Source: an optimization exercise on an open RTL-to-GDS flow (aim: small area, a short achievable clock period and few clock cycles). Production flows keep margins and buffers that such runs may drop.
Function was checked by simulation only, so behaviour that the tests miss may differ from the original.
Power and IR drop assume default switching activity.

File: design/flow/run.sh
#!/bin/bash
# synth_recipe.tcl (not shown) runs the flow's synth.tcl, then flattens the netlist and writes it again
# the make line also repeats each setting of config.mk as NAME=value (left out here)
make -C /OpenROAD-flow-scripts/flow DESIGN_CONFIG=/design/flow/config.mk WORK_HOME=/design/flow/orfs CLKGATE_MAP_FILE= SYNTH_SCRIPT=/design/flow/synth_recipe.tcl finish
File: design/flow/config.mk
export PLATFORM = sky130hd
export DESIGN_NAME = hdc_encoder_top
export DESIGN_NICKNAME = hdc_encoder_top
export VERILOG_FILES = /design/flow/design.v
export SDC_FILE = /design/flow/constraint.sdc
export NUM_CORES = 4
export LEC_CHECK = 0
export ABC_AREA = 1
export CAP_MARGIN = 20
export CORE_MARGIN = 2
export CORE_UTILIZATION = 40
export SETUP_SLACK_MARGIN = 2.6
export SLEW_MARGIN = 20
File: design/flow/constraint.sdc
create_clock -name core_clock -period 5.0 [get_ports {clk_i}]
set_input_delay 1.0000 -clock core_clock [delete_from_list [all_inputs] [get_ports {clk_i}]]
set_output_delay 1.0000 -clock core_clock [all_outputs]
set_load 0.01 [all_outputs]
File: design/flow/design.v
`default_nettype none
package hdc_pkg;
  localparam int unsigned HV_DIM     = 32;
  localparam int unsigned IM_DEPTH   = 16;
  localparam int unsigned IM_ADDR_W  = 4;
  localparam int unsigned COUNT_W    = 8;
  localparam int unsigned CSR_ADDR_W = 8;
  localparam int unsigned CSR_DATA_W = 32;
  typedef logic [HV_DIM-1:0]     hv_t;
  typedef logic [IM_ADDR_W-1:0]  im_addr_t;
  typedef logic [COUNT_W-1:0]    count_t;
  typedef logic [CSR_DATA_W-1:0] csr_data_t;
  typedef logic [CSR_ADDR_W-1:0] csr_addr_t;
  localparam csr_addr_t REG_CTRL      = 8'h00;
  localparam csr_addr_t REG_NUM_ITEMS = 8'h01;
  localparam csr_addr_t REG_BASE_A    = 8'h02;
  localparam csr_addr_t REG_BASE_B    = 8'h03;
  localparam csr_addr_t REG_STATUS    = 8'h04;
  localparam csr_addr_t REG_RESULT    = 8'h05;
  localparam csr_addr_t IM_WIN_BASE   = 8'h10;
  localparam int unsigned CTRL_START_BIT  = 0;
  localparam int unsigned STATUS_BUSY_BIT = 0;
  localparam int unsigned STATUS_DONE_BIT = 1;
endpackage
`default_nettype wire
`default_nettype none
module hdc_csr (
  input  logic      clk_i,
  input  logic      rst_i,
  input  logic      csr_we_i,
  input  logic      csr_re_i,
  input  hdc_pkg::csr_addr_t csr_addr_i,
  input  hdc_pkg::csr_data_t csr_wdata_i,
  input  logic      busy_i,
  input  logic      done_i,
  input  logic      hold_i,          
  input  hdc_pkg::hv_t       result_i,
  output hdc_pkg::csr_data_t csr_rdata_o,
  output logic      csr_rvalid_o,
  output logic      start_o,         
  output logic      n_zero_o,        
  output hdc_pkg::count_t    num_items_o,   
  output hdc_pkg::im_addr_t  base_a_o,      
  output hdc_pkg::im_addr_t  dist_o         
);
  hdc_pkg::count_t    num_items_q, num_items_d;
  hdc_pkg::im_addr_t  base_a_q, base_a_d;
  hdc_pkg::im_addr_t  base_b_q, base_b_d;
  hdc_pkg::im_addr_t  dist_q, dist_d;
  hdc_pkg::im_addr_t  wdata_a;
  hdc_pkg::csr_data_t rdata_d;
  assign wdata_a  = csr_wdata_i[hdc_pkg::IM_ADDR_W-1:0];
  assign start_o  = csr_we_i && (csr_addr_i == hdc_pkg::REG_CTRL) &&
                    csr_wdata_i[hdc_pkg::CTRL_START_BIT];
  assign n_zero_o = (num_items_q == '0);
  always_comb begin
    num_items_d = num_items_q;
    base_a_d    = base_a_q;
    base_b_d    = base_b_q;
    dist_d      = dist_q;
    if (csr_we_i) begin
      case (csr_addr_i)
        hdc_pkg::REG_NUM_ITEMS: num_items_d = csr_wdata_i[hdc_pkg::COUNT_W-1:0];
        hdc_pkg::REG_BASE_A: begin
          base_a_d = wdata_a;
          dist_d   = base_b_q - wdata_a;
        end
        hdc_pkg::REG_BASE_B: begin
          base_b_d = wdata_a;
          dist_d   = wdata_a - base_a_q;
        end
        default: ;
      endcase
    end
  end
  always_ff @(posedge clk_i) begin
    if (rst_i) begin
      num_items_q <= '0;
      base_a_q    <= '0;
      base_b_q    <= '0;
      dist_q      <= '0;
      num_items_o <= '0;
      base_a_o    <= '0;
      dist_o      <= '0;
    end else begin
      num_items_q <= num_items_d;
      base_a_q    <= base_a_d;
      base_b_q    <= base_b_d;
      dist_q      <= dist_d;
      if (!hold_i) begin
        num_items_o <= num_items_d;
        base_a_o    <= base_a_d;
        dist_o      <= dist_d;
      end
    end
  end
  always_comb begin
    rdata_d = '0;
    case (csr_addr_i)
      hdc_pkg::REG_NUM_ITEMS: rdata_d = hdc_pkg::csr_data_t'(num_items_q);
      hdc_pkg::REG_BASE_A:    rdata_d = hdc_pkg::csr_data_t'(base_a_q);
      hdc_pkg::REG_BASE_B:    rdata_d = hdc_pkg::csr_data_t'(base_b_q);
      hdc_pkg::REG_STATUS: begin
        rdata_d[hdc_pkg::STATUS_BUSY_BIT] = busy_i;
        rdata_d[hdc_pkg::STATUS_DONE_BIT] = done_i;
      end
      hdc_pkg::REG_RESULT:    rdata_d = result_i;
      default: ;
    endcase
  end
  always_ff @(posedge clk_i) begin
    if (rst_i) begin
      csr_rvalid_o <= 1'b0;
    end else begin
      csr_rvalid_o <= csr_re_i;
    end
  end
  always_ff @(posedge clk_i) begin
    csr_rdata_o <= rdata_d;
  end
endmodule
`default_nettype wire
`default_nettype none
module im_fetcher #(
  parameter int unsigned LANES = 16
) (
  input  logic [hdc_pkg::IM_DEPTH*hdc_pkg::HV_DIM-1:0] mem_i,
  input  logic [LANES-1:0]   grp_i,      
  input  hdc_pkg::count_t    num_items_i,
  input  hdc_pkg::im_addr_t  base_a_i,
  input  hdc_pkg::im_addr_t  dist_i,
  output logic [LANES*hdc_pkg::IM_DEPTH-1:0] y_o,
  output logic [hdc_pkg::IM_DEPTH-1:0]       mask_o
);
  localparam int unsigned D = hdc_pkg::IM_DEPTH;
  logic [D-1:0] therm, m1, m2, m4;
  for (genvar m = 0; m < D; m++) begin : g_mask
    assign therm[m]  = (num_items_i[hdc_pkg::IM_ADDR_W-1:0] > m);
    assign m1[m]     = base_a_i[0] ? therm[(m + D - 1) % D] : therm[m];
    assign m2[m]     = base_a_i[1] ? m1[(m + D - 2) % D]    : m1[m];
    assign m4[m]     = base_a_i[2] ? m2[(m + D - 4) % D]    : m2[m];
    assign mask_o[m] = base_a_i[3] ? m4[(m + D - 8) % D]    : m4[m];
  end
  for (genvar l = 0; l < LANES; l++) begin : g_lane
    logic [D-1:0] col, r1, r2, r4, r8;
    for (genvar m = 0; m < D; m++) begin : g_col
      assign col[m] = grp_i[l] ? mem_i[m*hdc_pkg::HV_DIM + LANES + l]
                            : mem_i[m*hdc_pkg::HV_DIM + l];
    end
    for (genvar m = 0; m < D; m++) begin : g_rot
      assign r1[m] = dist_i[0] ? col[(m + 1) % D] : col[m];
      assign r2[m] = dist_i[1] ? r1[(m + 2) % D]  : r1[m];
      assign r4[m] = dist_i[2] ? r2[(m + 4) % D]  : r2[m];
      assign r8[m] = dist_i[3] ? r4[(m + 8) % D]  : r4[m];
    end
    assign y_o[l*D +: D] = col ^ r8;
  end
endmodule
`default_nettype wire
`default_nettype none
module im_shared_mem (
  input  logic     clk_i,
  input  logic     rst_i,
  input  logic     csr_we_i,
  input  hdc_pkg::csr_addr_t csr_addr_i,
  input  hdc_pkg::csr_data_t csr_wdata_i,
  output logic     wr_pend_o,
  output logic [hdc_pkg::IM_DEPTH*hdc_pkg::HV_DIM-1:0] mem_o
);
  logic win_we;
  hdc_pkg::im_addr_t wr_addr_q;
  hdc_pkg::hv_t      wr_data_q;
  assign win_we = csr_we_i &&
                  (csr_addr_i[hdc_pkg::CSR_ADDR_W-1:hdc_pkg::IM_ADDR_W] ==
                   hdc_pkg::IM_WIN_BASE[hdc_pkg::CSR_ADDR_W-1:hdc_pkg::IM_ADDR_W]);
  always_ff @(posedge clk_i) begin
    if (rst_i) begin
      wr_pend_o <= 1'b0;
    end else begin
      wr_pend_o <= win_we;
    end
  end
  always_ff @(posedge clk_i) begin
    wr_addr_q <= csr_addr_i[hdc_pkg::IM_ADDR_W-1:0];
    wr_data_q <= csr_wdata_i;
  end
  for (genvar k = 0; k < hdc_pkg::IM_DEPTH; k++) begin : g_word
    always_ff @(posedge clk_i) begin
      if (wr_pend_o && (wr_addr_q == k)) begin
        mem_o[k*hdc_pkg::HV_DIM +: hdc_pkg::HV_DIM] <= wr_data_q;
      end
    end
  end
endmodule
`default_nettype wire
`default_nettype none
module hv_bundler #(
  parameter int unsigned LANES = 16
) (
  input  logic   clk_i,
  input  logic   rst_i,
  input  logic   start_i,
  input  logic   n_zero_i,
  input  logic   wr_pend_i,
  input  hdc_pkg::count_t num_items_i,
  input  logic [LANES*hdc_pkg::IM_DEPTH-1:0] y_i,
  input  logic [hdc_pkg::IM_DEPTH-1:0]       mask_i,
  output logic [LANES-1:0] grp_o,
  output logic   hold_o,
  output logic   busy_o,
  output logic   done_o,
  output hdc_pkg::hv_t    qhv_o,
  output logic   qhv_valid_o
);
  localparam int unsigned D = hdc_pkg::IM_DEPTH;
  logic       phl_q, ph1_q, ph2_q, ph3_q;
  logic       accept;
  logic [2:0]         qcap_q;    
  logic [2:0]         rhalf_q;   
  logic [4:0]         thr_q [9];   
  logic [LANES-1:0]   maj;
  logic [LANES-1:0]   part_q;
  assign accept = start_i && !n_zero_i && !phl_q && !ph1_q && !ph2_q;
  assign busy_o = phl_q || ph1_q || ph2_q || ph3_q;
  assign hold_o = phl_q;
  logic [LANES-1:0] par_q;
  logic             par_dec_q;
  always_ff @(posedge clk_i) begin
    if (rst_i) begin
      par_q     <= '0;
      par_dec_q <= 1'b0;
    end else begin
      par_q     <= ~par_q;
      par_dec_q <= ~par_dec_q;
    end
  end
  assign grp_o = par_q;
  always_ff @(posedge clk_i) begin
    if (rst_i) begin
      phl_q       <= 1'b0;
      ph1_q       <= 1'b0;
      ph2_q       <= 1'b0;
      ph3_q       <= 1'b0;
      done_o      <= 1'b0;
      qhv_valid_o <= 1'b0;
    end else begin
      phl_q       <= accept && wr_pend_i;
      ph1_q       <= (accept && !wr_pend_i) || phl_q;
      ph2_q       <= ph1_q;
      ph3_q       <= ph2_q;
      qhv_valid_o <= ph3_q;
      if (accept) begin
        done_o <= 1'b0;
      end else if (ph3_q) begin
        done_o <= 1'b1;
      end
    end
  end
  always_ff @(posedge clk_i) begin
    qcap_q  <= (num_items_i[7:6] != 2'd0) ? 3'd4 : {1'b0, num_items_i[5:4]};
    rhalf_q <= num_items_i[3:1];
  end
  for (genvar h = 0; h < 9; h++) begin : g_thr
    logic [5:0] base, step, t;
    assign base = {3'b0, rhalf_q} + 6'd1;
    if (h <= 4) begin : g_up
      assign step = 6'(qcap_q * (8 - 2 * h));
      assign t    = base + step;
      always_ff @(posedge clk_i) begin
        thr_q[h] <= (t > 6'd16) ? 5'd16 : t[4:0];
      end
    end else begin : g_down
      assign step = 6'(qcap_q * (2 * h - 8));
      assign t    = base - step;
      always_ff @(posedge clk_i) begin
        thr_q[h] <= (base > step) ? t[4:0] : 5'd0;
      end
    end
  end
  function automatic logic [1:0] fadd(input logic a, input logic b, input logic c);
    fadd = {(a & b) | (a & c) | (b & c), a ^ b ^ c};
  endfunction
  function automatic logic [10:0] csa16(input logic [15:0] v);
    logic [1:0] f0, f1, f2, f3, f4;
    f0 = fadd(v[0],  v[1],  v[2]);
    f1 = fadd(v[3],  v[4],  v[5]);
    f2 = fadd(v[6],  v[7],  v[8]);
    f3 = fadd(v[9],  v[10], v[11]);
    f4 = fadd(v[12], v[13], v[14]);
    csa16 = {f4[1], f3[1], f2[1], f1[1], f0[1], v[15], f4[0], f3[0], f2[0], f1[0], f0[0]};
  endfunction
  function automatic logic [2:0] count6(input logic [5:0] v);
    logic [1:0] a, b;
    a = fadd(v[0], v[1], v[2]);
    b = fadd(v[3], v[4], v[5]);
    count6 = {1'b0, a} + {1'b0, b};
  endfunction
  for (genvar l = 0; l < LANES; l++) begin : g_lane
    logic [D-1:0] y, ym;
    logic [10:0]  all_q, ext_c_q;   
    logic [2:0]   ones_all, ones_ext, twos_all, twos_ext;
    logic [3:0]   half;             
    logic [3:0]   s_ext;
    logic [8:0]   half_q;           
    logic [3:0]   ext_q;            
    logic [4:0]   thr;
    assign y  = y_i[l*D +: D];
    assign ym = y & mask_i;
    always_ff @(posedge clk_i) begin
      all_q   <= csa16(y);
      ext_c_q <= csa16(ym);
    end
    assign ones_all = count6(all_q[5:0]);
    assign twos_all = count6({1'b0, all_q[10:6]});
    assign ones_ext = count6(ext_c_q[5:0]);
    assign twos_ext = count6({1'b0, ext_c_q[10:6]});
    assign half  = {2'b0, ones_all[2:1]} + {1'b0, twos_all};
    assign s_ext = {1'b0, ones_ext} + {twos_ext, 1'b0};
    always_ff @(posedge clk_i) begin
      for (int h = 0; h < 9; h++) half_q[h] <= (half == 4'(h));
      ext_q <= s_ext;
    end
    always_comb begin
      thr = '0;
      for (int h = 0; h < 9; h++) thr = thr | (half_q[h] ? thr_q[h] : 5'd0);
    end
    assign maj[l] = ({1'b0, ext_q} >= thr);
  end
  always_ff @(posedge clk_i) begin
    if (ph2_q) part_q <= maj;
  end
  always_ff @(posedge clk_i) begin
    if (ph3_q) qhv_o <= par_dec_q ? {maj, part_q} : {part_q, maj};
  end
endmodule
`default_nettype wire
`default_nettype none
module hdc_encoder_top (
  input  logic      clk_i,
  input  logic      rst_i,
  input  logic      csr_we_i,
  input  logic      csr_re_i,
  input  hdc_pkg::csr_addr_t csr_addr_i,
  input  hdc_pkg::csr_data_t csr_wdata_i,
  output hdc_pkg::csr_data_t csr_rdata_o,
  output logic      csr_rvalid_o,
  output hdc_pkg::hv_t       qhv_o,
  output logic      qhv_valid_o
);
  localparam int unsigned LANES = hdc_pkg::HV_DIM / 2;
  logic     start, n_zero, busy, done, hold, wr_pend;
  logic [hdc_pkg::HV_DIM/2-1:0] grp;
  hdc_pkg::count_t   num_items;
  hdc_pkg::im_addr_t base_a, ab_dist;
  logic [hdc_pkg::IM_DEPTH*hdc_pkg::HV_DIM-1:0] mem;
  logic [LANES*hdc_pkg::IM_DEPTH-1:0] y;
  logic [hdc_pkg::IM_DEPTH-1:0] mask;
  hdc_csr u_csr (
    .clk_i        ( clk_i        ), .rst_i        ( rst_i        ),
    .csr_we_i     ( csr_we_i     ), .csr_re_i     ( csr_re_i     ),
    .csr_addr_i   ( csr_addr_i   ), .csr_wdata_i  ( csr_wdata_i  ),
    .busy_i       ( busy         ), .done_i       ( done         ),
    .hold_i       ( hold         ),
    .result_i     ( qhv_o        ), .csr_rdata_o  ( csr_rdata_o  ),
    .csr_rvalid_o ( csr_rvalid_o ), .start_o      ( start        ),
    .n_zero_o     ( n_zero       ), .num_items_o  ( num_items    ),
    .base_a_o     ( base_a       ), .dist_o       ( ab_dist         )
  );
  im_shared_mem u_mem (
    .clk_i ( clk_i ), .rst_i ( rst_i ), .csr_we_i ( csr_we_i ),
    .csr_addr_i ( csr_addr_i ), .csr_wdata_i ( csr_wdata_i ),
    .wr_pend_o ( wr_pend ), .mem_o ( mem )
  );
  im_fetcher #(.LANES(LANES)) u_fetch (
    .mem_i ( mem ), .grp_i ( grp ), .num_items_i ( num_items ),
    .base_a_i ( base_a ), .dist_i ( ab_dist ), .y_o ( y ), .mask_o ( mask )
  );
  hv_bundler #(.LANES(LANES)) u_bundler (
    .clk_i ( clk_i ), .rst_i ( rst_i ), .start_i ( start ),
    .n_zero_i ( n_zero ), .wr_pend_i ( wr_pend ), .hold_o ( hold ), .num_items_i ( num_items ), .y_i ( y ),
    .mask_i ( mask ), .grp_o ( grp ), .busy_o ( busy ), .done_o ( done ),
    .qhv_o ( qhv_o ), .qhv_valid_o ( qhv_valid_o )
  );
endmodule
`default_nettype wire
==> results of run 1 <==
[registers in the layout (all words and copies together) (netlist names), 32 cells and up]
signal / flops
u_bundler.g_lane.ext_q: 64
u_bundler.thr_q: 44
u_mem.wr_data_q: 32
u_mem.mem_o: 512
u_csr.csr_rdata_o: 32
u_bundler.g_lane.ext_c_q: 176
u_bundler.g_lane.all_q: 176
u_bundler.g_lane.half_q: 144
u_bundler.qhv_o: 32
[synth_stat cells, types with 35 or more instances]
| library cell | count | area share (%) |
|---|---|---|
| sky130_fd_sc_hd__nand4_1 | 68 | 0.58 |
| sky130_fd_sc_hd__buf_2 | 122 | 0.84 |
| sky130_fd_sc_hd__inv_1 | 972 | 5.0 |
| sky130_fd_sc_hd__nor3_1 | 113 | 0.78 |
| sky130_fd_sc_hd__nand2_1 | 2204 | 11 |
| sky130_fd_sc_hd__dfxtp_1 | 739 | 20 |
| sky130_fd_sc_hd__nand3_1 | 2417 | 17 |
| sky130_fd_sc_hd__clkbuf_1 | 210 | 1.1 |
| sky130_fd_sc_hd__nor2_1 | 452 | 2.3 |
| sky130_fd_sc_hd__a21oi_1 | 95 | 0.65 |
| sky130_fd_sc_hd__o21ai_0 | 110 | 0.75 |
| sky130_fd_sc_hd__buf_1 | 62 | 0.32 |
| sky130_fd_sc_hd__ha_1 | 221 | 3.8 |
| sky130_fd_sc_hd__a221oi_1 | 35 | 0.42 |
| sky130_fd_sc_hd__fa_1 | 362 | 9.9 |
| sky130_fd_sc_hd__edfxtp_1 | 560 | 23 |
[worst max-delay path: stages, from the launching register on]
cell and delay (ns):
sky130_fd_sc_hd__dfxtp_4 0.37, sky130_fd_sc_hd__buf_16 0.14, sky130_fd_sc_hd__buf_16 0.19, sky130_fd_sc_hd__buf_8 0.15
sky130_fd_sc_hd__buf_16 0.14, sky130_fd_sc_hd__nand3_1 0.34, sky130_fd_sc_hd__nand3_4 0.25, sky130_fd_sc_hd__nand3_4 0.12
sky130_fd_sc_hd__nand3_4 0.10, sky130_fd_sc_hd__nand2_2 0.08, sky130_fd_sc_hd__nand2_2 0.15, sky130_fd_sc_hd__nand2_4 0.09
sky130_fd_sc_hd__nor2_2 0.14, sky130_fd_sc_hd__fa_2 0.44
[power groups by stage]
stage / registers, uW / logic, uW / clock network [uW]
6_report: 12600 / 15900 / 11100
5_1_grt: 12600 / 16800 / 11600
4_1_cts: 12500 / 12800 / 11100
3_5_place_dp: 12700 / 7890 / 0
3_3_place_gp: 12700 / 7680 / 0
2_1_floorplan: 12400 / 5340 / 0
[per-layer routing]
| layer | vias to the layer above | routed length [microns] | part of all wire [%] |
|---|---|---|---|
| li1 | 30705 | - | - |
| met1 | 35210 | 120000 | 36 |
| met2 | 4955 | 144000 | 43 |
| met3 | 1743 | 39400 | 12 |
| met4 | 10 | 30800 | 9.2 |
| met5 | - | 83 | 0.025 |
[cells by family (layout without fill, tap and decap cells)]
kind of cell | after synthesis | after routing | share of synthesized area [%]
compound gates | 366 | 366 | 3.09
xor+xnor | 29 | 29 | 0.348
fa+ha+maj | 583 | 583 | 13.7
buf+inv | 1387 | 1847 | 7.44
flops | 1299 | 1299 | 43.3
mux | 1 | 1 | 0.0137
other cells | 1 | 7 | 0.00514
simple gates | 5302 | 5302 | 32.1
[area by class of cell]
type	count	area, sq um	area share (%)
diodes	6	15.0	0.0137
clock buffers	206	4180	3.82
multi-input cells	6282	57400	52.4
repair buffers	572	7710	7.04
inverters	981	4120	3.77
clock inverters	64	686	0.627
well taps	2370	2970	2.71
repair inverters	24	502	0.459
flip-flops and latches	1299	31900	29.1
[cell usage in the layout, fill, tap and decap left out, drive strengths merged, types with 35 or more instances in the layout]
master / instances
nor3: 118
a221oi: 35
nand2: 2220
o21ai: 127
nand4: 68
nor2: 462
buf: 487
fa: 362
inv: 973
nand3: 2417
clkbuf: 217
dfxtp: 739
clkdlybuf4s50: 40
a21oi: 95
edfxtp: 560
clkinv: 58
ha: 221
[what timing repair did]
item,CTS,global route
resized for setup,3789,1419
pin swaps,1324,821
setup endpoints to repair,898,618
setup buffers,223,65
gates cloned,90,11
[stage by stage]
stage | hold WS (ns) | total power [uW] | cell area [sq um] | cells | utilization (%)
finish | 0.433 | 39500 | 109000 | 11804 | 60.5
global route | 0.435 | 41000 | 109000 | 11800 | 60.5
CTS | 0.414 | 36400 | 102000 | 11722 | 56.2
detailed placement | 0.460 | 20600 | 76400 | 11139 | 42.2
global placement | 0.461 | 20400 | 76300 | 11135 | 42.2
floorplan | 0.326 | 17800 | 73000 | 8968 | -
[path summary, 6_finish.rpt]
path	endpoint	slack (ns)	depth (start not counted)
max	u_bundler.g_lane[10].ext_c_q[1]	2.13	13
min	u_bundler.rhalf_q[1]	0.43	0
max reg2reg	u_bundler.g_lane[10].ext_c_q[1]	2.13	13
min reg2reg	u_bundler.rhalf_q[1]	0.43	0
==> notes.md, run 1 <==
Worst hold path
* launch point of the worst hold path: u_csr.num_items_o[2]
* Tightest Hold Check Type: flop to flop

GRT
* met3 usage: 7.39%
* Top Usage Layer GRT: met2
* maximum number of pins on one net before global-route repair: 98
* initial antenna violation count: 13
* vias in the first global route: 69076
* global-route wire length before repair: 453000 microns
* GRT met2 Usage: 50.4%
* met1 demand-to-capacity share in global routing: 41.5%
* Congestion Overflow GR: 0
* global routing usage summed across all routing layers: 32.9%

Setup path
* crit path kind: flop to flop
* category of the worst setup path capture point: flop
* critical path launch point type: flop
* worst r2r src: u_csr.dist_o[0]
* endpoint required time on the critical path: 5.71 ns
* beginning of the critical path: u_csr.dist_o[0]
* Max FO, Critical Path: 7
* Data arrival, critical path: 3.58 ns

Yosys
* Synth async-reset ratio: 0%
* Mapped Avg Cell Area: 8.14 sq um
* Mapped Area: 73000 sq um
* leading register cell type out of synthesis: sky130_fd_sc_hd__dfxtp_1
* number of nets in the synthesized netlist: 9595
* Synth warnings: 4
* flip-flop and latch count after synthesis: 1299
* number of library cell types mapped by synthesis: 48
* count of flip-flops with a built-in enable after synthesis: 560
* Seq/Total Area, Yosys: 43.3%
* post-synthesis instance total: 8968

Layout
* # nets final: 9932
* filler cell count: 13692
* growth of design area from synthesis to finish: 49.9%
* share of post-route cells with drive strength above 1: 44.1%

Detailed routing
* Vias per Instance: 6.15
* number of remaining DRC errors: 0
* total wire length: 335000 microns
* post-detailed-route wirelength per cell: 28.4 microns
* antenna viol nets, final: 0
* number of detailed-route iterations in the first pass: 9
* overall via count from detail_route: 72623
* iteration-0 DRC count of the detailed router: 8740

Placed design
* total of buffers placed on input and output ports: 109
* estimated wirelength of the detail-placed design: 177000 microns
* pre-CTS worst setup slack: 1.53 ns
* Placer Congestion: 0.987

STA
* min setup slack post-route: 2.13 ns
* total negative slack for setup checks: 0 ns
* setup skew after layout: 0.0409 ns
* final critical path time including I/O delays and setup: 2.87 ns
* unrepaired setup endpoints after global routing: yes
* endpoints failing hold: 0
* final max-slew violation count: 0
* number of failing setup endpoints in the final timing report: 0
* Highest Clock Rate: 348 MHz
* Slew Limit Headroom: 9.48%
* portion of the clock cycle consumed by the worst path in the final layout: 57.5%
* worst-margin pin slew: 1.36 ns

Power and ir drop
* share of total power consumed by net switching: 37.7%
* sequential power share: 31.8%
* worst vdd ir: 0.405 mV
* combinational cell fraction of total power: 40.2%
* net switching power figure: 14900 uW
* Cell Int Power: 24600 uW
* portion of total power attributed to the clock network: 28.0%
* PD cells: 361 nW/um^2
* cell leakage power: 0.0442 uW

Floorplanning
* Row Count: 156
* initial cell density of the core: 40.3%
* die width: 431 microns
* Die ar.: 186000 sq um
* area of the core region: 181000 sq um
* count of boundary I/O pins: 110
* die height: 431 microns

Clocking
* CTS buffer count: 145
* clock tree from TritonCTS: built
* clock transition at the register clock pins on the worst setup and hold paths after CTS: 0.06 ns
* Root Buffer: sky130_fd_sc_hd__clkbuf_16
* Max clock buf depth: 3
* hold-fix buffers at CTS: 0
* count of H-tree levels built during CTS: 4
* Clock Latency Late Sink: 0.85 ns
* clock tree sinks: 1299

Outcome
* run status: finished clean

Run
* max-capacitance violation count: 0

Testbench counts, summed over its fixed seeds: cycles 2,576.
==> inputs of run 2 (changes only) <==
--- a/design/flow/config.mk
+++ b/design/flow/config.mk
@@ -10,4 +10,4 @@
 export CORE_MARGIN = 2
 export CORE_UTILIZATION = 40
-export SETUP_SLACK_MARGIN = 2.6
+export SETUP_SLACK_MARGIN = 2.3
 export SLEW_MARGIN = 20
==> run 2 against run 1 <==
Still clean on timing, DRC and antenna. Critical path depth is 5 lower. Worst hold slack worse by 0.00070 ns. Fmax is 5.1% higher. Worst setup slack better by 0.14 ns. Register-to-register slack better by 0.14 ns. Clock power hardly changed. Flip-flop and latch count unchanged.
==> notes.md, run 2 <==
GRT
* global routing usage summed across all routing layers: 27.6%
* met1 demand-to-capacity share in global routing: 37.1%
* Congestion Overflow GR: 0
* initial antenna violation count: 10
* global-route wire length before repair: 385000 microns
* Top Usage Layer GRT: met2
* GRT met2 Usage: 43.0%
* vias in the first global route: 60545
* maximum number of pins on one net before global-route repair: 191
* met3 usage: 5.58%

Yosys
* number of library cell types mapped by synthesis: 48
* Seq/Total Area, Yosys: 43.3%
* Synth top area share: 23.0%
* Synth async-reset ratio: 0%
* number of nets in the synthesized netlist: 9595
* Mapped Area: 73000 sq um
* post-synth top area cell: sky130_fd_sc_hd__edfxtp_1
* post-synthesis instance total: 8968
* flip-flop and latch count after synthesis: 1299
* cell with the most instances after synthesis: sky130_fd_sc_hd__nand3_1
* Mapped Avg Cell Area: 8.14 sq um
* leading cell types by count after synthesis: sky130_fd_sc_hd__nand3_1, sky130_fd_sc_hd__nand2_1, sky130_fd_sc_hd__inv_1
* top cells by area in the synthesized netlist: sky130_fd_sc_hd__edfxtp_1, sky130_fd_sc_hd__dfxtp_1, sky130_fd_sc_hd__nand3_1
* Synth warnings: 4
* count of flip-flops with a built-in enable after synthesis: 560
* leading register cell type out of synthesis: sky130_fd_sc_hd__dfxtp_1

STA
* final critical path time including I/O delays and setup: 2.73 ns
* number of failing setup endpoints in the final timing report: 0
* setup skew after layout: 0.0388 ns
* endpoints failing hold: 0
* worst-margin pin slew: 1.25 ns
* portion of the clock cycle consumed by the worst path in the final layout: 54.7%
* total negative slack for setup checks: 0 ns
* unrepaired setup endpoints after global routing: yes
* Highest Clock Rate: 366 MHz
* Slew Limit Headroom: 16.3%
* final max-slew violation count: 0

Layout
* flip-flop count of the largest register, all copies and words added: 512
* most common library cell in the layout ignoring fill and taps: sky130_fd_sc_hd__nand3_1
* # nets final: 9690
* largest registers: u_mem.mem_o (512), u_bundler.g_lane.all_q (176), u_bundler.g_lane.ext_c_q (176)
* growth of design area from synthesis to finish: 15.1%
* commonest non-fill, non-tap cells in the layout: sky130_fd_sc_hd__nand3_1, sky130_fd_sc_hd__nand2_1, sky130_fd_sc_hd__inv_1
* register ranked first by flip-flop count: u_mem.mem_o
* number of cells in the finished layout apart from fillers: 11554
* share of post-route cells with drive strength above 1: 8.27%

Setup path
* endpoint required time on the critical path: 5.67 ns
* critical path launch point type: flop
* Max FO, Critical Path: 128
* category of the worst setup path capture point: flop
* Data arrival, critical path: 3.40 ns
* crit path kind: flop to flop

Power and ir drop
* worst vdd ir: 0.334 mV
* cell leakage power: 0.0378 uW
* PD cells: 387 nW/um^2

Clocking
* count of H-tree levels built during CTS: 4
* clock tree sinks: 1299
* clock transition at the register clock pins on the worst setup and hold paths after CTS: 0.06 ns
* clock tree from TritonCTS: built
* Max clock buf depth: 3
* CTS buffer count: 147
* Clock Latency Late Sink: 0.82 ns
* hold-fix buffers at CTS: 0
* Root Buffer: sky130_fd_sc_hd__clkbuf_16

Worst hold path
* Tightest Hold Check Type: flop to flop

Floorplanning
* count of boundary I/O pins: 110
* initial cell density of the core: 40.3%
* die width: 431 microns
* die height: 431 microns
* Die ar.: 186000 sq um
* area of the core region: 181000 sq um
* Row Count: 156

Outcome
* run status: finished clean

Detailed routing
* number of detailed-route iterations in the first pass: 8
* iteration-0 DRC count of the detailed router: 8115
* Vias per Instance: 5.64
* post-detailed-route wirelength per cell: 23.3 microns
* overall via count from detail_route: 65208
* total wire length: 269000 microns
* antenna viol nets, final: 0
* number of remaining DRC errors: 0

Placed design
* estimated wirelength of the detail-placed design: 181000 microns
* number of cells in the design after placement: 11158
* total of buffers placed on input and output ports: 109
* Placer Congestion: 0.961

Run
* max-capacitance violation count: 0

## run 2: cell counts after synthesis
No cell type changed its count.
## run 2: path summary, 6_finish.rpt
| check | start | end | slack [ns] | depth (start not counted) |
|---|---|---|---|---|
| max | u_csr.dist_o[3] | u_bundler.g_lane[12].ext_c_q[3] | 2.27 | 8 |
| min | u_csr.num_items_o[1] | u_bundler.rhalf_q[0] | 0.43 | 0 |
| max reg2reg | u_csr.dist_o[3] | u_bundler.g_lane[12].ext_c_q[3] | 2.27 | 8 |
| min reg2reg | u_csr.num_items_o[1] | u_bundler.rhalf_q[0] | 0.43 | 0 |
## run 2: critical path: stages, from the launching register on
cell and delay (ns):
sky130_fd_sc_hd__dfxtp_4 0.60, sky130_fd_sc_hd__inv_16 0.19, sky130_fd_sc_hd__buf_8 0.43, sky130_fd_sc_hd__nand3_1 0.14, sky130_fd_sc_hd__nand2_1 0.06, sky130_fd_sc_hd__nand2_1 0.05
sky130_fd_sc_hd__nand2_1 0.12, sky130_fd_sc_hd__nor2_1 0.23, sky130_fd_sc_hd__fa_1 0.45
## run 2: area by class of cell
type	instances	area [sq um]
multi-input combinational	6283	36800
fill	17096	96900
inverter	981	3860
tap	2370	2970
clock inverter	68	724
clock buffer	201	4170
timing repair inverter	8	93.8
sequential	1299	31700
antenna	1	2.50
timing repair buffer	343	3660
## run 2: where the power goes
part	internal [uW]	leakage (uW)	total (uW)	switching (uW)
sequential	11800	0.0111	12500	695
combinational	3240	0.0243	9050	5810
clock	6360	0.00239	10900	4550
total	21400	0.0378	32500	11100
## run 2: timing repair
item                                    in CTS  in global routing
cloned                                       9                 17
endpoints found under the setup margin     550                398
setup buffers                               32                 68
pin swaps                                    9                 42
resized for setup                          195                231
## run 2: layer usage
metal	share of wire, %	up-vias
met5	0.016	-
met4	5.1	6
met3	10	653
met2	44	3437
met1	40	31117
li1	-	29995
## run 2: logic make-up after synthesis
logic type               Yosys count  share of synthesized area, %
AND/OR/NAND/NOR                 5302                          32.1
buffers and inverters           1387                          7.44
flip-flops                      1299                          43.3
adder cells (fa/ha/maj)          583                          13.7
AO/OA/AOI/OAI                    366                          3.09
XOR/XNOR                          29                         0.348
other                              1                       0.00514
multiplexers                       1                        0.0137
## run 2: metrics by stage
stage | worst slack [ns] | hold WS (ns) | util (%) | total power, uW | cell area [sq um]
after floorplan | 1.78 | 0.326 | - | 17700 | 73000
after global placement | 1.63 | 0.446 | 42.2 | 20400 | 76400
after detailed placement | 1.56 | 0.449 | 42.3 | 20600 | 76500
after CTS | 2.25 | 0.433 | 45.5 | 31700 | 82400
after global routing | 2.20 | 0.442 | 46.4 | 34100 | 84000
final | 2.27 | 0.432 | 46.4 | 32500 | 84000
==> inputs of run 3 (changes only) <==
--- a/design/flow/design.v
+++ b/design/flow/design.v
@@ -169,5 +169,5 @@
 );
   logic win_we;
-  hdc_pkg::im_addr_t wr_addr_q;
+  logic [hdc_pkg::IM_DEPTH-1:0] wr_word_q;    
   hdc_pkg::hv_t      wr_data_q;
   assign win_we = csr_we_i &&
@@ -182,10 +182,12 @@
   end
   always_ff @(posedge clk_i) begin
-    wr_addr_q <= csr_addr_i[hdc_pkg::IM_ADDR_W-1:0];
+    for (int k = 0; k < hdc_pkg::IM_DEPTH; k++) begin
+      wr_word_q[k] <= win_we && (csr_addr_i[hdc_pkg::IM_ADDR_W-1:0] == k);
+    end
     wr_data_q <= csr_wdata_i;
   end
   for (genvar k = 0; k < hdc_pkg::IM_DEPTH; k++) begin : g_word
     always_ff @(posedge clk_i) begin
-      if (wr_pend_o && (wr_addr_q == k)) begin
+      if (wr_word_q[k]) begin
         mem_o[k*hdc_pkg::HV_DIM +: hdc_pkg::HV_DIM] <= wr_data_q;
       end
@@ -328,5 +330,5 @@
   end
   always_ff @(posedge clk_i) begin
-    if (ph2_q) part_q <= maj;
+    part_q <= maj;
   end
   always_ff @(posedge clk_i) begin
--- a/design/flow/config.mk
+++ b/design/flow/config.mk
@@ -9,5 +9,5 @@
 export CAP_MARGIN = 20
 export CORE_MARGIN = 2
-export CORE_UTILIZATION = 40
+export CORE_UTILIZATION = 55
 export SETUP_SLACK_MARGIN = 2.3
 export SLEW_MARGIN = 20
==> run 3 against run 2 <==
Still clean. Worst setup slack improved by 0.019 ns. Count of clock-buffer cells in the layout rose by 3. Sequential share of layout area rose by 0.75 points. Sequential power barely moved. Clock skew fell by 0.0096 ns. Final cell count fell by 5.4%. Area after synthesis barely moved. Routed wire length fell by 2.0%. Design area fell by 1.6%. Critical path depth rose by 1. Critical path type unchanged. Highest routed layer unchanged.
==> notes.md, run 3 <==
STA
* unrepaired setup endpoints after global routing: yes
* min setup slack post-route: 2.29 ns
* worst-margin pin slew: 1.13 ns
* number of failing setup endpoints in the final timing report: 0
* setup skew after layout: 0.0292 ns
* final max-slew violation count: 0
* endpoints failing hold: 0
* portion of the clock cycle consumed by the worst path in the final layout: 54.3%
* final critical path time including I/O delays and setup: 2.71 ns
* total negative slack for setup checks: 0 ns
* Highest Clock Rate: 369 MHz
* Slew Limit Headroom: 24.6%

GRT
* initial antenna violation count: 11
* maximum number of pins on one net before global-route repair: 146
* Congestion Overflow GR: 0
* vias in the first global route: 60758
* global-route wire length before repair: 379000 microns
* global routing usage summed across all routing layers: 37.4%

Detailed routing
* total wire length: 264000 microns
* post-detailed-route wirelength per cell: 24.1 microns
* wl on met1: 102000 microns
* antenna viol nets, final: 0
* met3 wire length: 32300 microns
* highest routed layer: met5
* number of remaining DRC errors: 0
* Vias per Instance: 5.97
* iteration-0 DRC count of the detailed router: 8596
* overall via count from detail_route: 65271
* sum of met2 wire segment lengths after detailed routing: 112000 microns
* number of detailed-route iterations in the first pass: 13

Layout
* # nets final: 9676
* final core utilization: 62.8%
* commonest non-fill, non-tap cells in the layout: sky130_fd_sc_hd__nand3_1, sky130_fd_sc_hd__nand2_1, sky130_fd_sc_hd__inv_1
* share of post-route cells with drive strength above 1: 7.59%
* growth of design area from synthesis to finish: 13.2%
* number of cells in the finished layout apart from fillers: 10927
* filler cell count: 11345
* most common library cell in the layout ignoring fill and taps: sky130_fd_sc_hd__nand3_1
* largest registers: u_mem.mem_o (512), u_bundler.g_lane.all_q (176), u_bundler.g_lane.ext_c_q (176)
* flip-flop count of the largest register, all copies and words added: 512
* register ranked first by flip-flop count: u_mem.mem_o

Clocking
* clock tree from TritonCTS: built
* clock tree sinks: 1311
* Clock Latency Late Sink: 0.79 ns
* clock transition at the register clock pins on the worst setup and hold paths after CTS: 0.06 ns
* CTS buffer count: 144
* Max clock buf depth: 3
* Root Buffer: sky130_fd_sc_hd__clkbuf_16
* count of H-tree levels built during CTS: 4

Setup path
* beginning of the critical path: u_bundler.thr_q[4][3]
* end point of the critical path: u_bundler.qhv_o[27]
* critical path launch point type: flop
* Max FO, Critical Path: 9
* library cell contributing the largest single delay on the critical path: sky130_fd_sc_hd__dfxtp_1
* Data arrival, critical path: 3.21 ns
* CP bufs+invs: 1
* worst reg2reg setup slack: 2.29 ns
* Worst R2R End: u_bundler.qhv_o[27]
* delay-heaviest family, CP: flip-flops
* endpoint required time on the critical path: 5.49 ns
* count of cells along the worst register-to-register path: 9
* worst r2r src: u_bundler.thr_q[4][3]
* count of cell instances traversed by the critical path: 9
* crit path kind: flop to flop
* CP peak stage delay: 0.90 ns
* CP Cell Sequence: buf_4, a221oi_1, nand3_1, a21oi_1, ha_1, o21ai_0, nand2_1, nand2_2, o21ai_1
* category of the worst setup path capture point: flop

Yosys
* flip-flop and latch count after synthesis: 1311
* leading cell types by count after synthesis: sky130_fd_sc_hd__nand3_1, sky130_fd_sc_hd__nand2_1, sky130_fd_sc_hd__inv_1
* Synth top area share: 22.4%
* count of flip-flops with a built-in enable after synthesis: 544
* number of nets in the synthesized netlist: 9598
* Synth warnings: 4
* Synth async-reset ratio: 0%
* number of library cell types mapped by synthesis: 44
* Mapped Avg Cell Area: 8.14 sq um
* cell with the most instances after synthesis: sky130_fd_sc_hd__nand3_1
* post-synthesis instance total: 8969
* Mapped Area: 73000 sq um
* leading register cell type out of synthesis: sky130_fd_sc_hd__dfxtp_1
* post-synth top area cell: sky130_fd_sc_hd__edfxtp_1
* Seq/Total Area, Yosys: 43.4%
* top cells by area in the synthesized netlist: sky130_fd_sc_hd__edfxtp_1, sky130_fd_sc_hd__dfxtp_1, sky130_fd_sc_hd__nand3_1

Power and ir drop
* worst vdd ir: 0.324 mV
* PD cells: 386 nW/um^2
* cell leakage power: 0.0374 uW
* total power after layout: 31900 uW

Placed design
* total of buffers placed on input and output ports: 109
* estimated wirelength of the detail-placed design: 176000 microns
* Placer Congestion: 1.01
* pre-CTS worst setup slack: 1.60 ns
* number of cells in the design after placement: 10550

Floorplanning
* initial cell density of the core: 55.5%
* die width: 368 microns
* die height: 368 microns
* count of boundary I/O pins: 110
* Die ar.: 136000 sq um
* Row Count: 133
* area of the core region: 132000 sq um

Run
* max-capacitance violation count: 0

Outcome
* run status: finished clean

Worst hold path
* launch point of the worst hold path: u_csr.num_items_o[1]
* Tightest Hold Check Type: flop to flop

## run 3: power breakdown
| part | leakage (uW) | switching, uW | total (uW) | internal, uW |
|---|---|---|---|---|
| logic | 0.0239 | 5490 | 8470 | 2980 |
| registers | 0.0112 | 735 | 12700 | 12000 |
| clock network | 0.00234 | 4530 | 10800 | 6240 |
## run 3: metrics by stage
stage | hold WS (ns) | cell area (sq um)
2_1_floorplan | 0.351 | 73000
3_3_place_gp | 0.414 | 75600
3_5_place_dp | 0.421 | 75700
4_1_cts | 0.430 | 81300
5_1_grt | 0.433 | 82700
6_report | 0.424 | 82700
## run 3: what timing repair did
action | 4_1_cts | 5_1_grt
gates resized for setup | 138 | 213
buffers inserted | 33 | 48
setup endpoints to repair | 412 | 365
hold buffers | 0 | 0
cloned | 10 | 15
pin swaps | 7 | 25
## run 3: layer usage
| metal | global-route usage (%) | vias up |
|---|---|---|
| li1 | - | 29968 |
| met1 | 50.0 | 30727 |
| met2 | 56.1 | 3751 |
| met3 | 9.44 | 815 |
| met4 | 19.7 | 10 |
| met5 | 0 | - |
## run 3: kinds of logic (layout without fill, tap and decap cells)
logic type / count (synthesis) / after routing / share of synthesized area (%)
other: 1 / 3 / 0.00514
adders and majority gates: 585 / 585 / 13.7
buffers and inverters: 1386 / 1587 / 7.47
AOI/OAI and AO/OA: 378 / 378 / 3.21
and+or+nand+nor: 5279 / 5279 / 31.8
DFF: 1311 / 1311 / 43.4
xor gates and xnor gates: 29 / 29 / 0.348
## run 3: worst min path at each step
stage                     cells past startpoint                    to
final                                         0  u_bundler.rhalf_q[0]
after global routing                          0  u_bundler.rhalf_q[0]
after CTS                                     2       u_bundler.ph2_q
after detailed placement                      2       u_bundler.ph3_q
after global placement                        2       u_bundler.ph2_q
after floorplan                               0  u_bundler.rhalf_q[2]
## run 3: layout make-up
class | instances | area (sq um) | area share, %
antenna | 2 | 5.00 | 0.00605
clock buffer | 204 | 4130 | 5.00
clock inverter | 65 | 662 | 0.800
inverter | 981 | 3860 | 4.66
multi-input combinational | 6272 | 36400 | 44.1
sequential | 1311 | 31800 | 38.5
tap | 1755 | 2200 | 2.66
timing repair buffer | 331 | 3500 | 4.23
timing repair inverter | 6 | 66.3 | 0.0802
Testbench counts of run 3, summed over its fixed seeds: cycles 2,576.
==> inputs of run 4 (changes only) <==
--- a/design/flow/config.mk
+++ b/design/flow/config.mk
@@ -9,5 +9,6 @@
 export CAP_MARGIN = 20
 export CORE_MARGIN = 2
-export CORE_UTILIZATION = 55
+export CORE_UTILIZATION = 40
 export SETUP_SLACK_MARGIN = 2.3
 export SLEW_MARGIN = 20
+export TNS_END_PERCENT = 20
==> run 4 against run 3 <==
Final cell count rose by 5.3%. Largest power group unchanged. Register-to-register slack worse by 0.13 ns. Non-clock buffer count is 34 lower. Clock skew fell by 0.0033 ns. Total power shrank 1.1%. Core utilization is 17 points lower. Fmax is 4.9% lower. Critical path type is now flop to primary output. Area after synthesis did not move.
==> notes.md, run 4 <==
Outcome
* run status: finished clean

Detailed routing
* iteration-0 DRC count of the detailed router: 7491
* antenna viol nets, final: 0
* total wire length: 262000 microns
* number of remaining DRC errors: 0
* Vias per Instance: 5.63
* overall via count from detail_route: 64747
* number of detailed-route iterations in the first pass: 14
* post-detailed-route wirelength per cell: 22.8 microns

Power and ir drop
* Cell Int Power: 21000 uW
* combinational cell fraction of total power: 25.1%
* worst vdd ir: 0.423 mV
* PD cells: 380 nW/um^2
* net switching power figure: 10500 uW
* sequential power share: 40.2%
* cell leakage power: 0.0372 uW
* share of total power consumed by net switching: 33.4%
* portion of total power attributed to the clock network: 34.6%

Setup path
* Data arrival, critical path: 1.85 ns
* Max FO, Critical Path: 2
* critical path launch point type: flop
* CP bufs+invs: 1
* CP peak stage delay: 0.59 ns
* category of the worst setup path capture point: primary output
* CP Cell Sequence: clkdlybuf4s50_1
* delay-heaviest family, CP: buffers and inverters
* crit path kind: flop to primary output
* library cell contributing the largest single delay on the critical path: sky130_fd_sc_hd__clkdlybuf4s50_1
* endpoint required time on the critical path: 4.00 ns
* worst reg2reg setup slack: 2.16 ns

GRT
* vias in the first global route: 60249
* global-route wire length before repair: 376000 microns
* Congestion Overflow GR: 0
* global routing usage summed across all routing layers: 26.9%
* maximum number of pins on one net before global-route repair: 162
* initial antenna violation count: 8

Yosys
* leading register cell type out of synthesis: sky130_fd_sc_hd__dfxtp_1
* leading cell types by count after synthesis: sky130_fd_sc_hd__nand3_1, sky130_fd_sc_hd__nand2_1, sky130_fd_sc_hd__inv_1
* number of library cell types mapped by synthesis: 44
* share of the synthesized netlist area taken by xor and xnor gates: 0.348%
* Synth top area share: 22.4%
* top cells by area in the synthesized netlist: sky130_fd_sc_hd__edfxtp_1, sky130_fd_sc_hd__dfxtp_1, sky130_fd_sc_hd__nand3_1
* main combinational cell family by area after synthesis: simple AND/OR/NAND/NOR gates
* cell with the most instances after synthesis: sky130_fd_sc_hd__nand3_1
* share of synthesized area spent on multiplexers: 0%
* post-synthesis instance total: 8969
* Synth async-reset ratio: 0%
* simple logic cell fraction of the synthesized area: 31.8%
* flip-flop and latch count after synthesis: 1311
* Mapped Area: 73000 sq um
* adder and majority gate portion of the synthesized area: 13.7%
* post-synth top area cell: sky130_fd_sc_hd__edfxtp_1
* post-synthesis compound-gate area fraction: 3.21%
* Seq/Total Area, Yosys: 43.4%
* number of nets in the synthesized netlist: 9598
* Synth warnings: 4
* count of flip-flops with a built-in enable after synthesis: 544
* Mapped Avg Cell Area: 8.14 sq um

Layout
* diodes inserted: 0
* largest registers: u_mem.mem_o (512), u_bundler.g_lane.all_q (176), u_bundler.g_lane.ext_c_q (176)
* commonest non-fill, non-tap cells in the layout: sky130_fd_sc_hd__nand3_1, sky130_fd_sc_hd__nand2_1, sky130_fd_sc_hd__inv_1
* register ranked first by flip-flop count: u_mem.mem_o
* flip-flop count of the largest register, all copies and words added: 512
* filler cell count: 17448
* # nets final: 9644
* growth of design area from synthesis to finish: 13.7%
* most common library cell in the layout ignoring fill and taps: sky130_fd_sc_hd__nand3_1
* final cell area excluding filler cells: 83000 sq um
* final core utilization: 45.8%
* share of post-route cells with drive strength above 1: 6.54%

Floorplanning
* Die ar.: 186000 sq um
* die width: 431 microns
* Row Count: 156
* area of the core region: 181000 sq um
* initial cell density of the core: 40.3%
* count of boundary I/O pins: 110
* die height: 431 microns

Clocking
* Max clock buf depth: 3
* Root Buffer: sky130_fd_sc_hd__clkbuf_16
* clock tree sinks: 1311
* Clock Latency Late Sink: 0.81 ns
* clock transition at the register clock pins on the worst setup and hold paths after CTS: 0.06 ns
* CTS buffer count: 145
* hold-fix buffers at CTS: 0
* count of H-tree levels built during CTS: 4
* clock tree from TritonCTS: built

Worst hold path
* Tightest Hold Check Type: flop to flop

Placed design
* Post-DP Area: 76300 sq um
* estimated wirelength of the detail-placed design: 172000 microns
* total of buffers placed on input and output ports: 109
* Placer Congestion: 1.00
* pre-CTS worst setup slack: 1.42 ns

STA
* Highest Clock Rate: 350 MHz
* Slew Limit Headroom: 22.0%
* min setup slack post-route: 2.15 ns
* final max-slew violation count: 0
* worst-margin pin slew: 1.17 ns
* setup skew after layout: 0.0259 ns
* Fin Hold WS: 0.395 ns
* final critical path time including I/O delays and setup: 2.85 ns
* unrepaired setup endpoints after global routing: yes
* number of failing setup endpoints in the final timing report: 0
* endpoints failing hold: 0
* total negative slack for setup checks: 0 ns
* portion of the clock cycle consumed by the worst path in the final layout: 57.1%

Run
* max-capacitance violation count: 0

## run 4: kinds of logic after synthesis
group | Yosys count
simple gates | 5279
other cells | 1
buf+inv | 1386
xor+xnor | 29
flops | 1311
compound gates | 378
fa+ha+maj | 585
## run 4: path summary, 6_finish.rpt
| path | from | to | cells after the start |
|---|---|---|---|
| setup reg to reg | u_bundler.thr_q[2][0] | u_bundler.qhv_o[28] | 12 |
| hold reg to reg | u_csr.num_items_o[1] | u_bundler.rhalf_q[0] | 0 |
| setup / recovery | u_bundler.qhv_o[7] | qhv_o[7] | 1 |
| hold / removal | u_csr.num_items_o[1] | u_bundler.rhalf_q[0] | 0 |
## run 4: final cells by class
type	instances	area [sq um]	share of cell area, %
repair inverters	6	101	0.122
clock inverters	63	722	0.870
repair buffers	297	3180	3.83
multi-input cells	6273	36200	43.7
clock buffers	207	4120	4.96
flip-flops and latches	1311	31800	38.4
inverters	981	3830	4.62
well taps	2370	2970	3.57
## run 4: metal layers
metal	global-route usage, %	share of wire, %
met3	5.13	9.9
met2	42.2	44
met4	12.4	5.5
met1	35.8	41
met5	0	0.010
## run 4: what timing repair did
action                                  4_1_cts  5_1_grt
gates resized for setup                      77      176
endpoints found under the hold margin         0        0
endpoints found under the setup margin      431      460
pin swaps                                     2       12
cloned                                        7       15
setup buffers                                17       55
## run 4: power by group through the flow
stage / Combinational [uW] / Sequential, uW / Clock (uW)
4_1_cts: 7730 / 12700 / 11100
2_1_floorplan: 5370 / 12600 / 0
3_5_place_dp: 7660 / 12900 / 0
5_1_grt: 9020 / 12800 / 11500
6_report: 7930 / 12700 / 10900
3_3_place_gp: 7500 / 12900 / 0
## run 4: metrics by stage
| step | std cells | total power [uW] |
|---|---|---|
| 6_report | 11508 | 31600 |
| 4_1_cts | 11438 | 31500 |
| 5_1_grt | 11508 | 33300 |
| 3_5_place_dp | 11144 | 20600 |
| 3_3_place_gp | 11144 | 20400 |
| 2_1_floorplan | 8969 | 18000 |
==> inputs of run 5 (changes only) <==
--- a/design/flow/config.mk
+++ b/design/flow/config.mk
@@ -10,5 +10,4 @@
 export CORE_MARGIN = 2
 export CORE_UTILIZATION = 40
-export SETUP_SLACK_MARGIN = 2.3
+export SETUP_SLACK_MARGIN = 2.4
 export SLEW_MARGIN = 20
-export TNS_END_PERCENT = 20
==> run 5 against run 4 <==
Still clean on timing, DRC and antenna. Global-route usage grew 0.98 points. Total power rose by 12%. Synthesized cell count unchanged. Sequential share of layout area down 2.6 points. Worst hold slack better by 0.035 ns. Clock power hardly changed. First-iteration DRC count rose by 3.8%. Combinational power increased by 44%. Register-to-register slack gained 0.16 ns. Critical path type is now flop to flop. Largest cell class unchanged. Highest routed layer unchanged.
==> notes.md, run 5 <==
Placed design
* number of cells in the design after placement: 11164
* total of buffers placed on input and output ports: 109
* Placer Congestion: 1.02
* estimated wirelength of the detail-placed design: 175000 microns

STA
* endpoints failing hold: 0
* number of failing setup endpoints in the final timing report: 0
* Slew Limit Headroom: 11.0%
* worst-margin pin slew: 1.33 ns
* total negative slack for setup checks: 0 ns
* unrepaired setup endpoints after global routing: yes
* final critical path time including I/O delays and setup: 2.68 ns
* final max-slew violation count: 0
* setup skew after layout: 0.0425 ns
* portion of the clock cycle consumed by the worst path in the final layout: 53.6%
* Highest Clock Rate: 373 MHz

Setup path
* category of the worst setup path capture point: flop
* Data arrival, critical path: 3.36 ns
* CP peak stage delay: 0.58 ns
* worst r2r src: u_csr.dist_o[3]
* CP Cell Sequence: clkinv_16, buf_12, nand3_1, nand2_1, nand2_1, nand2_1, nor2_1, fa_1
* endpoint required time on the critical path: 5.68 ns
* library cell contributing the largest single delay on the critical path: sky130_fd_sc_hd__dfxtp_4
* beginning of the critical path: u_csr.dist_o[3]
* crit path kind: flop to flop
* critical path launch point type: flop
* cell seen most often among critical-path stages: sky130_fd_sc_hd__nand2_1
* Max FO, Critical Path: 98

Yosys
* flip-flop and latch count after synthesis: 1311
* simple logic cell fraction of the synthesized area: 31.8%
* Seq/Total Area, Yosys: 43.4%
* count of flip-flops with a built-in enable after synthesis: 544
* number of nets in the synthesized netlist: 9598
* post-synthesis compound-gate area fraction: 3.21%
* top cells by area in the synthesized netlist: sky130_fd_sc_hd__edfxtp_1, sky130_fd_sc_hd__dfxtp_1, sky130_fd_sc_hd__nand3_1
* number of library cell types mapped by synthesis: 44
* Synth top area share: 22.4%
* Synth async-reset ratio: 0%
* Synth warnings: 4
* leading register cell type out of synthesis: sky130_fd_sc_hd__dfxtp_1
* leading cell types by count after synthesis: sky130_fd_sc_hd__nand3_1, sky130_fd_sc_hd__nand2_1, sky130_fd_sc_hd__inv_1
* post-synthesis instance total: 8969
* share of synthesized area spent on multiplexers: 0%
* share of the synthesized netlist area taken by xor and xnor gates: 0.348%
* Mapped Avg Cell Area: 8.14 sq um
* cell with the most instances after synthesis: sky130_fd_sc_hd__nand3_1
* Mapped Area: 73000 sq um
* post-synth top area cell: sky130_fd_sc_hd__edfxtp_1
* adder and majority gate portion of the synthesized area: 13.7%
* main combinational cell family by area after synthesis: simple AND/OR/NAND/NOR gates

Clocking
* CTS buffer count: 148
* clock tree from TritonCTS: built
* clock tree sinks: 1311
* Root Buffer: sky130_fd_sc_hd__clkbuf_16
* clock transition at the register clock pins on the worst setup and hold paths after CTS: 0.06 ns
* Clock Latency Late Sink: 0.84 ns
* Max clock buf depth: 3
* count of H-tree levels built during CTS: 4
* hold-fix buffers at CTS: 0

GRT
* maximum number of pins on one net before global-route repair: 116
* global routing usage summed across all routing layers: 27.9%
* global-route wire length before repair: 387000 microns
* met3 usage: 6.37%
* GRT met2 Usage: 42.6%
* Top Usage Layer GRT: met2
* initial antenna violation count: 16
* vias in the first global route: 61135
* Congestion Overflow GR: 0
* met1 demand-to-capacity share in global routing: 36.8%

Floorplanning
* Die ar.: 186000 sq um
* die width: 431 microns
* area of the core region: 181000 sq um
* initial cell density of the core: 40.3%
* die height: 431 microns
* count of boundary I/O pins: 110
* Row Count: 156

Detailed routing
* iteration-0 DRC count of the detailed router: 7777
* number of remaining DRC errors: 0
* number of detailed-route iterations in the first pass: 14
* total wire length: 274000 microns
* overall via count from detail_route: 66100
* antenna viol nets, final: 0
* post-detailed-route wirelength per cell: 23.5 microns
* Vias per Instance: 5.69

Worst hold path
* Tightest Hold Check Type: flop to flop
* launch point of the worst hold path: u_bundler.ph1_q

Layout
* final core utilization: 49.3%
* number of cells in the finished layout apart from fillers: 11619
* flip-flop count of the largest register, all copies and words added: 512
* share of post-route cells with drive strength above 1: 19.6%
* commonest non-fill, non-tap cells in the layout: sky130_fd_sc_hd__nand2_1, sky130_fd_sc_hd__nand3_1, sky130_fd_sc_hd__inv_1
* growth of design area from synthesis to finish: 22.3%
* # nets final: 9741
* largest registers: u_mem.mem_o (512), u_bundler.g_lane.all_q (176), u_bundler.g_lane.ext_c_q (176)
* register ranked first by flip-flop count: u_mem.mem_o
* most common library cell in the layout ignoring fill and taps: sky130_fd_sc_hd__nand2_1
* filler cell count: 16773

Outcome
* run status: finished clean

Power and ir drop
* PD cells: 395 nW/um^2
* cell leakage power: 0.0394 uW
* worst vdd ir: 0.348 mV

Run
* max-capacitance violation count: 0

==> run 5: cell types whose count changed in the layout (fill, tap and decap cells not counted), moves of 48 or more <==
| cell | previous run | this run |
|---|---|---|
| sky130_fd_sc_hd__nand2_1 | 2185 | 2080 |
| sky130_fd_sc_hd__nor2_2 | 8 | 133 |
| sky130_fd_sc_hd__inv_2 | 5 | 69 |
| sky130_fd_sc_hd__nor3_2 | 2 | 69 |
| sky130_fd_sc_hd__nand2_2 | 17 | 113 |
| sky130_fd_sc_hd__nor2_1 | 441 | 313 |
| sky130_fd_sc_hd__nor3_1 | 114 | 43 |
| sky130_fd_sc_hd__inv_1 | 950 | 856 |
| sky130_fd_sc_hd__dlygate4sd2_1 | 3 | 51 |
| sky130_fd_sc_hd__nand3_2 | 4 | 549 |
| sky130_fd_sc_hd__nand3_1 | 2408 | 1857 |
| sky130_fd_sc_hd__clkdlybuf4s50_1 | 103 | 42 |
==> run 5: cells by family (layout without fill, tap and decap cells) <==
logic type               count (synthesis)  after routing
buffers and inverters                 1386           1655
flip-flops                            1311           1311
adder cells (fa/ha/maj)                585            585
other                                    1             12
AND/OR/NAND/NOR                       5279           5279
AO/OA/AOI/OAI                          378            378
XOR/XNOR                                29             29
==> run 5: metal layers <==
| layer | routed length, microns | share of wire [%] |
|---|---|---|
| met1 | 109000 | 40 |
| met2 | 117000 | 43 |
| met3 | 28800 | 11 |
| met4 | 18700 | 6.8 |
| met5 | 145 | 0.053 |
==> run 5: worst paths after layout <==
| kind | cells after the start | endpoint | slack, ns |
|---|---|---|---|
| max | 8 | u_bundler.g_lane[13].ext_c_q[3] | 2.32 |
| min | 2 | u_bundler.ph2_q | 0.43 |
| max reg2reg | 8 | u_bundler.g_lane[13].ext_c_q[3] | 2.32 |
| min reg2reg | 2 | u_bundler.ph2_q | 0.43 |
==> run 5: per-stage QoR <==
step | area (sq um) | setup slack [ns] | hold WS (ns) | power, uW
after global routing | 89300 | 2.28 | 0.438 | 37000
after detailed placement | 76500 | 1.56 | 0.422 | 20500
after floorplan | 73000 | 2.51 | 0.351 | 18000
after CTS | 83200 | 2.34 | 0.430 | 32200
after global placement | 76500 | 1.65 | 0.417 | 20300
final | 89300 | 2.32 | 0.430 | 35300
==> run 5: final cells by class <==
type,count,area (sq um),area share (%)
clock inverter,82,853,0.955
inverter,981,3950,4.43
timing repair inverter,6,113,0.126
multi-input combinational,6272,40900,45.7
clock buffer,194,4130,4.62
timing repair buffer,392,4520,5.06
antenna,11,27.5,0.0308
sequential,1311,31900,35.7
tap,2370,2970,3.32
==> run 5: what timing repair did <==
action | CTS | global route
setup buffers | 65 | 65
pin swaps | 28 | 194
gates cloned | 14 | 24
setup endpoints to repair | 565 | 491
resized for setup | 352 | 1275
==> run 5: worst max-delay path, delay by kind of cell (launching register included) <==
| family | cells | cell delay (ns) |
|---|---|---|
| AND/OR/NAND/NOR | 5 | 0.62 |
| adder cells (fa/ha/maj) | 1 | 0.43 |
| flip-flops | 1 | 0.58 |
| buffers and inverters | 2 | 0.68 |
==> run 5: report_power, final <==
part           total [uW]  switching (uW)  internal, uW
Combinational       11400            6930          4520
Sequential          12700             763         12000
Clock               11100            4730          6370
==> inputs of run 6 (changes only) <==
--- a/design/flow/config.mk
+++ b/design/flow/config.mk
@@ -10,4 +10,4 @@
 export CORE_MARGIN = 2
 export CORE_UTILIZATION = 40
-export SETUP_SLACK_MARGIN = 2.4
+export SETUP_SLACK_MARGIN = 2.2
 export SLEW_MARGIN = 20
==> run 6 against run 5 <==
Largest power group unchanged. Worst hold slack lost 0.0013 ns. Highest routed layer unchanged. Still clean on timing, DRC and antenna. Critical endpoint is now u_bundler.g_lane[11].ext_c_q[2]. Design area shrank 7.7%. Critical path type unchanged. Largest cell class unchanged. First-iteration DRC count shrank 4.7%. Critical path depth is the same. Core utilization shrank 3.8 points. Sequential power is essentially flat. Final cell count shrank 1.2%.
==> notes.md, run 6 <==
Outcome
* run status: finished clean

Yosys
* Synth warnings: 4
* post-synth top area cell: sky130_fd_sc_hd__edfxtp_1
* Synth top area share: 22.4%
* cell with the most instances after synthesis: sky130_fd_sc_hd__nand3_1
* flip-flop and latch count after synthesis: 1311
* number of nets in the synthesized netlist: 9598
* post-synthesis instance total: 8969
* Mapped Area: 73000 sq um
* count of flip-flops with a built-in enable after synthesis: 544
* leading register cell type out of synthesis: sky130_fd_sc_hd__dfxtp_1
* Synth async-reset ratio: 0%
* top cells by area in the synthesized netlist: sky130_fd_sc_hd__edfxtp_1, sky130_fd_sc_hd__dfxtp_1, sky130_fd_sc_hd__nand3_1
* number of library cell types mapped by synthesis: 44
* leading cell types by count after synthesis: sky130_fd_sc_hd__nand3_1, sky130_fd_sc_hd__nand2_1, sky130_fd_sc_hd__inv_1
* Mapped Avg Cell Area: 8.14 sq um
* Seq/Total Area, Yosys: 43.4%

Layout
* diodes inserted: 0
* growth of design area from synthesis to finish: 12.9%
* largest registers: u_mem.mem_o (512), u_bundler.g_lane.all_q (176), u_bundler.g_lane.ext_c_q (176)
* filler cell count: 17523
* share of post-route cells with drive strength above 1: 6.02%
* # nets final: 9616
* commonest non-fill, non-tap cells in the layout: sky130_fd_sc_hd__nand3_1, sky130_fd_sc_hd__nand2_1, sky130_fd_sc_hd__inv_1
* flip-flop count of the largest register, all copies and words added: 512
* most common library cell in the layout ignoring fill and taps: sky130_fd_sc_hd__nand3_1
* register ranked first by flip-flop count: u_mem.mem_o

GRT
* Congestion Overflow GR: 0
* maximum number of pins on one net before global-route repair: 162
* global-route wire length before repair: 373000 microns
* vias in the first global route: 60064
* initial antenna violation count: 8
* global routing usage summed across all routing layers: 26.7%

Setup path
* critical path launch point type: flop
* cell seen most often among critical-path stages: sky130_fd_sc_hd__nand2_1
* category of the worst setup path capture point: flop
* Data arrival, critical path: 3.46 ns
* crit path kind: flop to flop
* CP peak stage delay: 0.44 ns
* CP Cell Sequence: buf_12, nand3_1, nand3_1, nand2_1, nand2_1, nand2_1, nor2_1, fa_1
* endpoint required time on the critical path: 5.66 ns
* library cell contributing the largest single delay on the critical path: sky130_fd_sc_hd__fa_1
* Max FO, Critical Path: 160

STA
* Highest Clock Rate: 357 MHz
* unrepaired setup endpoints after global routing: yes
* Slew Limit Headroom: 16.1%
* setup skew after layout: 0.0267 ns
* endpoints failing hold: 0
* final max-slew violation count: 0
* final critical path time including I/O delays and setup: 2.80 ns
* worst-margin pin slew: 1.26 ns
* total negative slack for setup checks: 0 ns
* number of failing setup endpoints in the final timing report: 0
* portion of the clock cycle consumed by the worst path in the final layout: 56.0%
* min setup slack post-route: 2.20 ns

Clocking
* count of H-tree levels built during CTS: 4
* Max clock buf depth: 3
* hold-fix buffers at CTS: 0
* Clock Latency Late Sink: 0.81 ns
* CTS buffer count: 145
* clock tree sinks: 1311
* clock transition at the register clock pins on the worst setup and hold paths after CTS: 0.06 ns
* clock tree from TritonCTS: built
* Root Buffer: sky130_fd_sc_hd__clkbuf_16

Detailed routing
* met3 wire length: 23300 microns
* overall via count from detail_route: 64290
* antenna viol nets, final: 0
* wl on met1: 106000 microns
* number of remaining DRC errors: 0
* total wire length: 256000 microns
* post-detailed-route wirelength per cell: 22.3 microns
* sum of met2 wire segment lengths after detailed routing: 114000 microns
* number of detailed-route iterations in the first pass: 8
* iteration-0 DRC count of the detailed router: 7410
* highest routed layer: met5
* Vias per Instance: 5.60

Floorplanning
* die width: 431 microns
* die height: 431 microns
* initial cell density of the core: 40.3%
* count of boundary I/O pins: 110
* Die ar.: 186000 sq um
* area of the core region: 181000 sq um
* Row Count: 156

Power and ir drop
* cell leakage power: 0.0370 uW
* total power after layout: 31600 uW
* worst vdd ir: 0.424 mV
* PD cells: 383 nW/um^2

Placed design
* pre-CTS worst setup slack: 1.42 ns
* total of buffers placed on input and output ports: 109
* estimated wirelength of the detail-placed design: 172000 microns
* Placer Congestion: 1.00

Worst hold path
* Tightest Hold Check Type: flop to flop

Run
* max-capacitance violation count: 0

-- run 6: cell counts after synthesis --
No cell type changed its count.
-- run 6: path summary, 6_finish.rpt --
path	start	end	slack, ns	cells after the start
worst min-delay path	u_csr.num_items_o[1]	u_bundler.rhalf_q[0]	0.43	0
worst min register to register	u_csr.num_items_o[1]	u_bundler.rhalf_q[0]	0.43	0
worst max register to register	u_csr.dist_o[2]	u_bundler.g_lane[11].ext_c_q[2]	2.20	8
worst max-delay path	u_csr.dist_o[2]	u_bundler.g_lane[11].ext_c_q[2]	2.20	8
-- run 6: logic make-up (layout without fill, tap and decap cells) --
kind of cell	after synthesis	after routing	synth area share (%)
compound gates	378	378	3.21
xor+xnor	29	29	0.348
fa+ha+maj	585	585	13.7
buf+inv	1386	1527	7.47
flops	1311	1311	43.4
other cells	1	1	0.00514
simple gates	5279	5279	31.8
-- run 6: what timing repair did --
item,CTS,global route
resized for setup,80,115
pin swaps,2,3
buffers inserted,14,37
setup endpoints to repair,386,272
gates cloned,5,10
-- run 6: final cells by class --
| class | count | area [sq um] | share of cell area, % |
|---|---|---|---|
| inverter | 981 | 3830 | 4.64 |
| tap | 2370 | 2970 | 3.60 |
| timing repair inverter | 3 | 30.0 | 0.0364 |
| timing repair buffer | 273 | 2860 | 3.47 |
| clock buffer | 207 | 4120 | 4.99 |
| clock inverter | 63 | 722 | 0.875 |
| multi-input combinational | 6272 | 36100 | 43.8 |
| sequential | 1311 | 31800 | 38.6 |
-- run 6: power by group --
| group | switching [uW] | internal (uW) |
|---|---|---|
| logic | 5230 | 2680 |
| registers | 748 | 12000 |
| clock network | 4580 | 6360 |
| total | 10600 | 21000 |
-- run 6: through the flow --
stage	instances	utilization (%)	cell area, sq um	hold WS [ns]
after global routing	11480	45.5	82500	0.450
after detailed placement	11144	42.1	76300	0.423
after CTS	11433	45.0	81600	0.431
final	11480	45.5	82500	0.429
after global placement	11144	42.1	76300	0.417
after floorplan	8969	-	73000	0.351
-- run 6: critical path, delay by kind of cell, from the launching register on --
family,cells,cell delay [ns]
DFF,1,0.41
and+or+nand+nor,6,0.93
adders and majority gates,1,0.44
buffers and inverters,1,0.34
-- run 6: routing by layer --
layer,up-vias,GRT usage [%]
li1,29830,-
met1,30562,35.5
met3,597,5.09
met4,4,12.7
met2,3297,41.8
met5,-,0

-- what the ideal ports hide --
In the flow no input, the clock included, has a driving cell. The finished layouts below were timed again as built, in two steps. Step 1: set_driving_cell puts a clkbuf_16 on clk_i and a buf_2 on each other input, an assumption about the parent block. Step 2 also shifts input and output timing later by t, the mid clock arrival at the registers, as if the neighbouring blocks saw the same clock. Three values: ideal ports, drivers, drivers and shift; two values: the first two.
run	shift t [ns]	setup slack, ns
run 1	0.935	2.127 / 2.127 / 1.926
run 2	0.886	2.267 / 2.267 / 1.719
run 3	0.859	2.287 / 2.287 / 1.699
run 4	0.876	2.146 / 2.064 / 1.684
run 5	0.905	2.322 / 2.322 / 1.716
run 6	0.874	2.201 / 2.195 / 1.723
After both steps every run listed still meets setup and hold.
